Source: an optimization exercise on an open RTL-to-GDS flow (aim: small area and a short achievable clock period). Production flows keep margins and buffers that such runs may drop.
Function was checked by simulation only, so behaviour that the tests miss may differ from the original.
No activity file was given, so power comes from the tool's default toggle rates.

==> inputs of 02-26 <==
// instruction_fetch_unit
module instruction_fetch_unit #(
    parameter int                 DATA_W     = 32,
    parameter int                 IMEM_DEPTH = 64,
    parameter logic [DATA_W-1:0]  HALT_INSTR = 32'hFFFF_FFFF,
    parameter int unsigned        PC_STEP    = 4
) (
    input  logic                          clk,
    input  logic                          rst,
    input  logic                          i_start,
    input  logic                          i_step_mode,
    input  logic                          i_step,
    input  logic                          i_clear,
    input  logic                          i_PC_write,
    input  logic                          i_branch_taken,
    input  logic [DATA_W-1:0]             i_branch_addr,
    input  logic                          i_imem_wr_en,
    input  logic [$clog2(IMEM_DEPTH)-1:0] i_imem_wr_addr,
    input  logic [DATA_W-1:0]             i_imem_wr_data,
    output logic [DATA_W-1:0]             o_pc_plus4,
    output logic [DATA_W-1:0]             o_instr,
    output logic                          o_valid,
    output logic [DATA_W-1:0]             o_pc,
    output logic [1:0]                    o_state,
    output logic                          o_halted,
    output logic [31:0]                   o_fetch_count
);
==> module instruction_fetch_unit, before the edit <==
module instruction_fetch_unit #(
    parameter int                 DATA_W     = 32,
    parameter int                 IMEM_DEPTH = 64,
    parameter logic [DATA_W-1:0]  HALT_INSTR = 32'hFFFF_FFFF,
    parameter int unsigned        PC_STEP    = 4
) (
    input  logic                          clk,
    input  logic                          rst,
    input  logic                          i_start,
    input  logic                          i_step_mode,
    input  logic                          i_step,
    input  logic                          i_clear,
    input  logic                          i_PC_write,
    input  logic                          i_branch_taken,
    input  logic [DATA_W-1:0]             i_branch_addr,
    input  logic                          i_imem_wr_en,
    input  logic [$clog2(IMEM_DEPTH)-1:0] i_imem_wr_addr,
    input  logic [DATA_W-1:0]             i_imem_wr_data,
    output logic [DATA_W-1:0]             o_pc_plus4,
    output logic [DATA_W-1:0]             o_instr,
    output logic                          o_valid,
    output logic [DATA_W-1:0]             o_pc,
    output logic [1:0]                    o_state,
    output logic                          o_halted,
    output logic [31:0]                   o_fetch_count
);
    localparam int ADDR_W = $clog2(IMEM_DEPTH);
    typedef enum logic [1:0] {
        S_IDLE   = 2'd0,
        S_RUN    = 2'd1,
        S_STEP   = 2'd2,
        S_HALTED = 2'd3
    } state_t;
    state_t            state;
    logic [DATA_W-1:0] pc;
    logic [DATA_W-1:0] ifid_pc4;
    logic [DATA_W-1:0] ifid_instr;
    logic              ifid_valid;
    logic [DATA_W-1:0] imem [IMEM_DEPTH];
    logic [ADDR_W-1:0] imem_idx;
    logic [DATA_W-1:0] fetch_word;
    logic [DATA_W-1:0] pc_inc;
    logic              fe;
    logic              imem_wr_ok;
    assign imem_idx   = pc[ADDR_W+1:2];
    assign fetch_word = imem[imem_idx];
    assign pc_inc     = pc + DATA_W'(PC_STEP);
    assign fe         = (state == S_RUN) || ((state == S_STEP) && i_step);
    assign imem_wr_ok = (state == S_IDLE) || (state == S_HALTED);
    always_ff @(posedge clk) begin
        if (i_imem_wr_en && imem_wr_ok) begin
            imem[i_imem_wr_addr] <= i_imem_wr_data;
        end
    end
    always_ff @(posedge clk or posedge rst) begin
        if (rst) begin
            state      <= S_IDLE;
            pc         <= '0;
            ifid_pc4   <= '0;
            ifid_instr <= '0;
            ifid_valid <= 1'b0;
        end else begin
            case (state)
                S_IDLE: begin
                    ifid_pc4   <= '0;
                    ifid_instr <= '0;
                    ifid_valid <= 1'b0;
                    if (i_start) begin
                        state <= i_step_mode ? S_STEP : S_RUN;
                    end
                end
                S_RUN, S_STEP: begin
                    if (i_branch_taken) begin
                        pc         <= i_branch_addr;
                        ifid_pc4   <= '0;
                        ifid_instr <= '0;
                        ifid_valid <= 1'b0;
                    end else if (!i_PC_write) begin
                    end else if (fe) begin
                        ifid_pc4   <= pc_inc;
                        ifid_instr <= fetch_word;
                        ifid_valid <= 1'b1;
                        pc         <= pc_inc;
                        if (fetch_word == HALT_INSTR) begin
                            state <= S_HALTED;
                        end
                    end else begin
                        ifid_pc4   <= '0;
                        ifid_instr <= '0;
                        ifid_valid <= 1'b0;
                    end
                end
                S_HALTED: begin
                    ifid_pc4   <= '0;
                    ifid_instr <= '0;
                    ifid_valid <= 1'b0;
                    if (i_clear) begin
                        state <= S_IDLE;
                        pc    <= '0;
                    end
                end
                default: begin
                    state <= S_IDLE;
                end
            endcase
        end
    end
    logic        load_valid;
    logic [31:0] fetch_count;
    assign load_valid = fe && i_PC_write && !i_branch_taken;
    always_ff @(posedge clk or posedge rst) begin
        if (rst) begin
            fetch_count <= '0;
        end else if ((state == S_HALTED) && i_clear) begin
            fetch_count <= '0;
        end else if (load_valid) begin
            fetch_count <= fetch_count + 32'd1;
        end
    end
    assign o_fetch_count = fetch_count;
    assign o_pc_plus4 = ifid_pc4;
    assign o_instr    = ifid_instr;
    assign o_valid    = ifid_valid;
    assign o_pc       = pc;
    assign o_state    = state;
    assign o_halted   = (state == S_HALTED);
endmodule
==> flow/config.mk <==
export PLATFORM = sky130hd
export DESIGN_NAME = instruction_fetch_unit
export DESIGN_NICKNAME = instruction_fetch_unit
export VERILOG_FILES = /design/flow/design.v
export SDC_FILE = /design/flow/constraint.sdc
export NUM_CORES = 4
export LEC_CHECK = 0
export CAP_MARGIN = 20
export CORE_MARGIN = 2
export CORE_UTILIZATION = 40
export SLEW_MARGIN = 20
==> flow/constraint.sdc <==
create_clock -name core_clock -period 5.5 [get_ports {clk}]
set_input_delay 1.1000 -clock core_clock [delete_from_list [all_inputs] [get_ports {clk}]]
set_output_delay 1.1000 -clock core_clock [all_outputs]
set_load 0.01 [all_outputs]
run.sh (not shown) runs the stock make flow with config.mk's settings and CLKGATE_MAP_FILE= SYNTH_SCRIPT=/design/flow/synth_recipe.tcl, a recipe that flattens the netlist after the stock synthesis.
==> 03-23: changes against 02-26 <==
==> flow/design.v (replaced) <==
module instruction_fetch_unit #(
    parameter int                 DATA_W     = 32,
    parameter int                 IMEM_DEPTH = 64,
    parameter logic [DATA_W-1:0]  HALT_INSTR = 32'hFFFF_FFFF,
    parameter int unsigned        PC_STEP    = 4
) (
    input  logic                          clk,
    input  logic                          rst,
    input  logic                          i_start,
    input  logic                          i_step_mode,
    input  logic                          i_step,
    input  logic                          i_clear,
    input  logic                          i_PC_write,
    input  logic                          i_branch_taken,
    input  logic [DATA_W-1:0]             i_branch_addr,
    input  logic                          i_imem_wr_en,
    input  logic [$clog2(IMEM_DEPTH)-1:0] i_imem_wr_addr,
    input  logic [DATA_W-1:0]             i_imem_wr_data,
    output logic [DATA_W-1:0]             o_pc_plus4,
    output logic [DATA_W-1:0]             o_instr,
    output logic                          o_valid,
    output logic [DATA_W-1:0]             o_pc,
    output logic [1:0]                    o_state,
    output logic                          o_halted,
    output logic [31:0]                   o_fetch_count
);
    localparam int ADDR_W = $clog2(IMEM_DEPTH);
    localparam logic [1:0] S_IDLE   = 2'd0;
    localparam logic [1:0] S_RUN    = 2'd1;
    localparam logic [1:0] S_STEP   = 2'd2;
    localparam logic [1:0] S_HALTED = 2'd3;
    logic [1:0]        state;
    logic              halted;
    logic              wr_ok;       
    logic [DATA_W-1:0] pc;
    logic [DATA_W-1:0] ifid_pc4;
    logic [DATA_W-1:0] ifid_instr;
    logic              ifid_valid;
    logic [DATA_W-1:0] imem [IMEM_DEPTH];
    logic [IMEM_DEPTH-1:0] imem_halt;
    logic              active;      
    logic              fe;
    logic              load;        
    logic              hold;        
    logic              imem_wr_ok;
    logic [DATA_W-1:0] pc_inc;
    logic [IMEM_DEPTH-1:0] rd_sel;      
    logic [IMEM_DEPTH-1:0] br_sel;
    logic [DATA_W-1:0] rd_word;
    logic              rd_halt;
    assign active     = (state == S_RUN) || (state == S_STEP);
    assign fe         = (state == S_RUN) || ((state == S_STEP) && i_step);
    assign load       = fe && i_PC_write && !i_branch_taken;
    assign hold       = active && !i_branch_taken && !i_PC_write;
    assign imem_wr_ok = wr_ok;
    assign pc_inc     = pc + DATA_W'(PC_STEP);
    always_ff @(posedge clk) begin
        if (i_imem_wr_en && imem_wr_ok) begin
            imem[i_imem_wr_addr]      <= i_imem_wr_data;
            imem_halt[i_imem_wr_addr] <= (i_imem_wr_data == HALT_INSTR);
        end
    end
    always_comb begin
        rd_word = '0;
        rd_halt = 1'b0;
        for (int i = 0; i < IMEM_DEPTH; i++) begin
            rd_word = rd_word | ({DATA_W{rd_sel[i]}} & imem[i]);
            rd_halt = rd_halt | (rd_sel[i] & imem_halt[i]);
        end
        rd_word = load ? rd_word : '0;
        rd_halt = load & rd_halt;
        for (int i = 0; i < IMEM_DEPTH; i++) begin
            br_sel[i] = (i_branch_addr[ADDR_W+1:2] == ADDR_W'(i));
        end
    end
    always_ff @(posedge clk or posedge rst) begin
        if (rst) begin
            rd_sel <= IMEM_DEPTH'(1);
        end else if (active && i_branch_taken) begin
            rd_sel <= br_sel;
        end else if (load) begin
            rd_sel <= {rd_sel[IMEM_DEPTH-2:0], rd_sel[IMEM_DEPTH-1]};
        end else if (halted && i_clear) begin
            rd_sel <= IMEM_DEPTH'(1);
        end
    end
    always_ff @(posedge clk or posedge rst) begin
        if (rst) begin
            state      <= S_IDLE;
            halted     <= 1'b0;
            wr_ok      <= 1'b1;
            pc         <= '0;
            ifid_pc4   <= '0;
            ifid_instr <= '0;
            ifid_valid <= 1'b0;
        end else begin
            if (!hold) begin
                ifid_instr <= rd_word;
                ifid_pc4   <= load ? pc_inc : '0;
                ifid_valid <= load;
            end
            if (active && i_branch_taken) begin
                pc <= i_branch_addr;
            end else if (load) begin
                pc <= pc_inc;
            end else if (halted && i_clear) begin
                pc <= '0;
            end
            if (state == S_IDLE) begin
                if (i_start) begin
                    state <= i_step_mode ? S_STEP : S_RUN;
                    wr_ok <= 1'b0;
                end
            end else if (halted) begin
                if (i_clear) begin
                    state  <= S_IDLE;
                    halted <= 1'b0;
                end
            end else if (rd_halt) begin
                state  <= S_HALTED;
                halted <= 1'b1;
                wr_ok  <= 1'b1;
            end
        end
    end
    logic [31:0] fetch_count;
    always_ff @(posedge clk or posedge rst) begin
        if (rst) begin
            fetch_count <= '0;
        end else if (halted && i_clear) begin
            fetch_count <= '0;
        end else if (load) begin
            fetch_count <= fetch_count + 32'd1;
        end
    end
    assign o_fetch_count = fetch_count;
    assign o_pc_plus4 = ifid_pc4;
    assign o_instr    = ifid_instr;
    assign o_valid    = ifid_valid;
    assign o_pc       = pc;
    assign o_state    = state;
    assign o_halted   = halted;
endmodule
SETUP_SLACK_MARGIN = 3.0   (was unset)
==> notes <==
In 02-26 the combinational power is smaller than in 03-23, by about 40%.
Between 02-26 and 03-23, the lower synthesized area is in 02-26 (gap 0.25%, measured against 03-23).
Against 03-23, the cell count of 02-26 is smaller by about 11%.
Of 03-23 and 02-26, 03-23 has the higher wire length (gap 47%, measured against 02-26).
Between 02-26 and 03-23, the lower register-to-register slack is in 02-26 (gap 2500 ps).
Between 03-23 and 02-26, the lower worst setup slack is in 02-26 (gap 2400 ps).
In 03-23 the clock skew is higher than in 02-26, by 5.5 ps.
==> figures <==
item                                                                03-23           02-26
Average routed wire per standard cell                             44.5 um         33.8 um
Leakage power of the design                                     0.0348 uW       0.0315 uW
Buffer count excluding the clock tree in the final layout             785             466
Total placed instance area                                      92700 um2       91900 um2
Highest clock frequency the design can meet                       373 MHz         196 MHz
Worst slew pin tran                                                992 ps         1170 ps
Kind of path behind the tightest hold check                        in2reg         reg2reg
Net Sw Frac                                                         29.4%           25.9%
Inverters, non-clock                                                   10              15
Routability cong.                                                   0.919           0.896
Result of the run                                          finished clean  finished clean
Unrepaired setup endpoints after global routing                      true           false
Fill cell count                                                     17400           17600
Worst hold margin                                                  476 ps          481 ps
Slew HR                                                             32.9%           21.6%
Area of the placeable core                                     212000 um2      212000 um2

==> re-timing with driven ports <==
No port has a modelled driver above. Below, the same layouts with a new extraction and two added sets of constraints.
Step 1 assumes that a clkbuf_16 drives the clock port and a buf_2 every other input.
Step 2 moves the port delays by t, midway between the first and last clock arrival at a register: inputs arrive t later, outputs are due t later. That takes back most of the time a late clock gives input paths.
a / b / c = ideal / step 1 / step 2; a / b = the first two.
run | shift t [ns] | setup slack, ns | clock arrival spread, ns | pins driven straight from the clock port
02-26 | 0.948 | 0.394 / 0.394 / 0.394 | 0.058 / 0.059 | 1
03-23 | 0.959 | 2.818 / 2.791 / 1.878 | 0.067 / 0.067 | 1
After both steps setup and hold are still met in every run listed. The setup slack of 03-23, which loses most, moves by -0.027 ns with the drivers and by -0.940 ns with both steps.
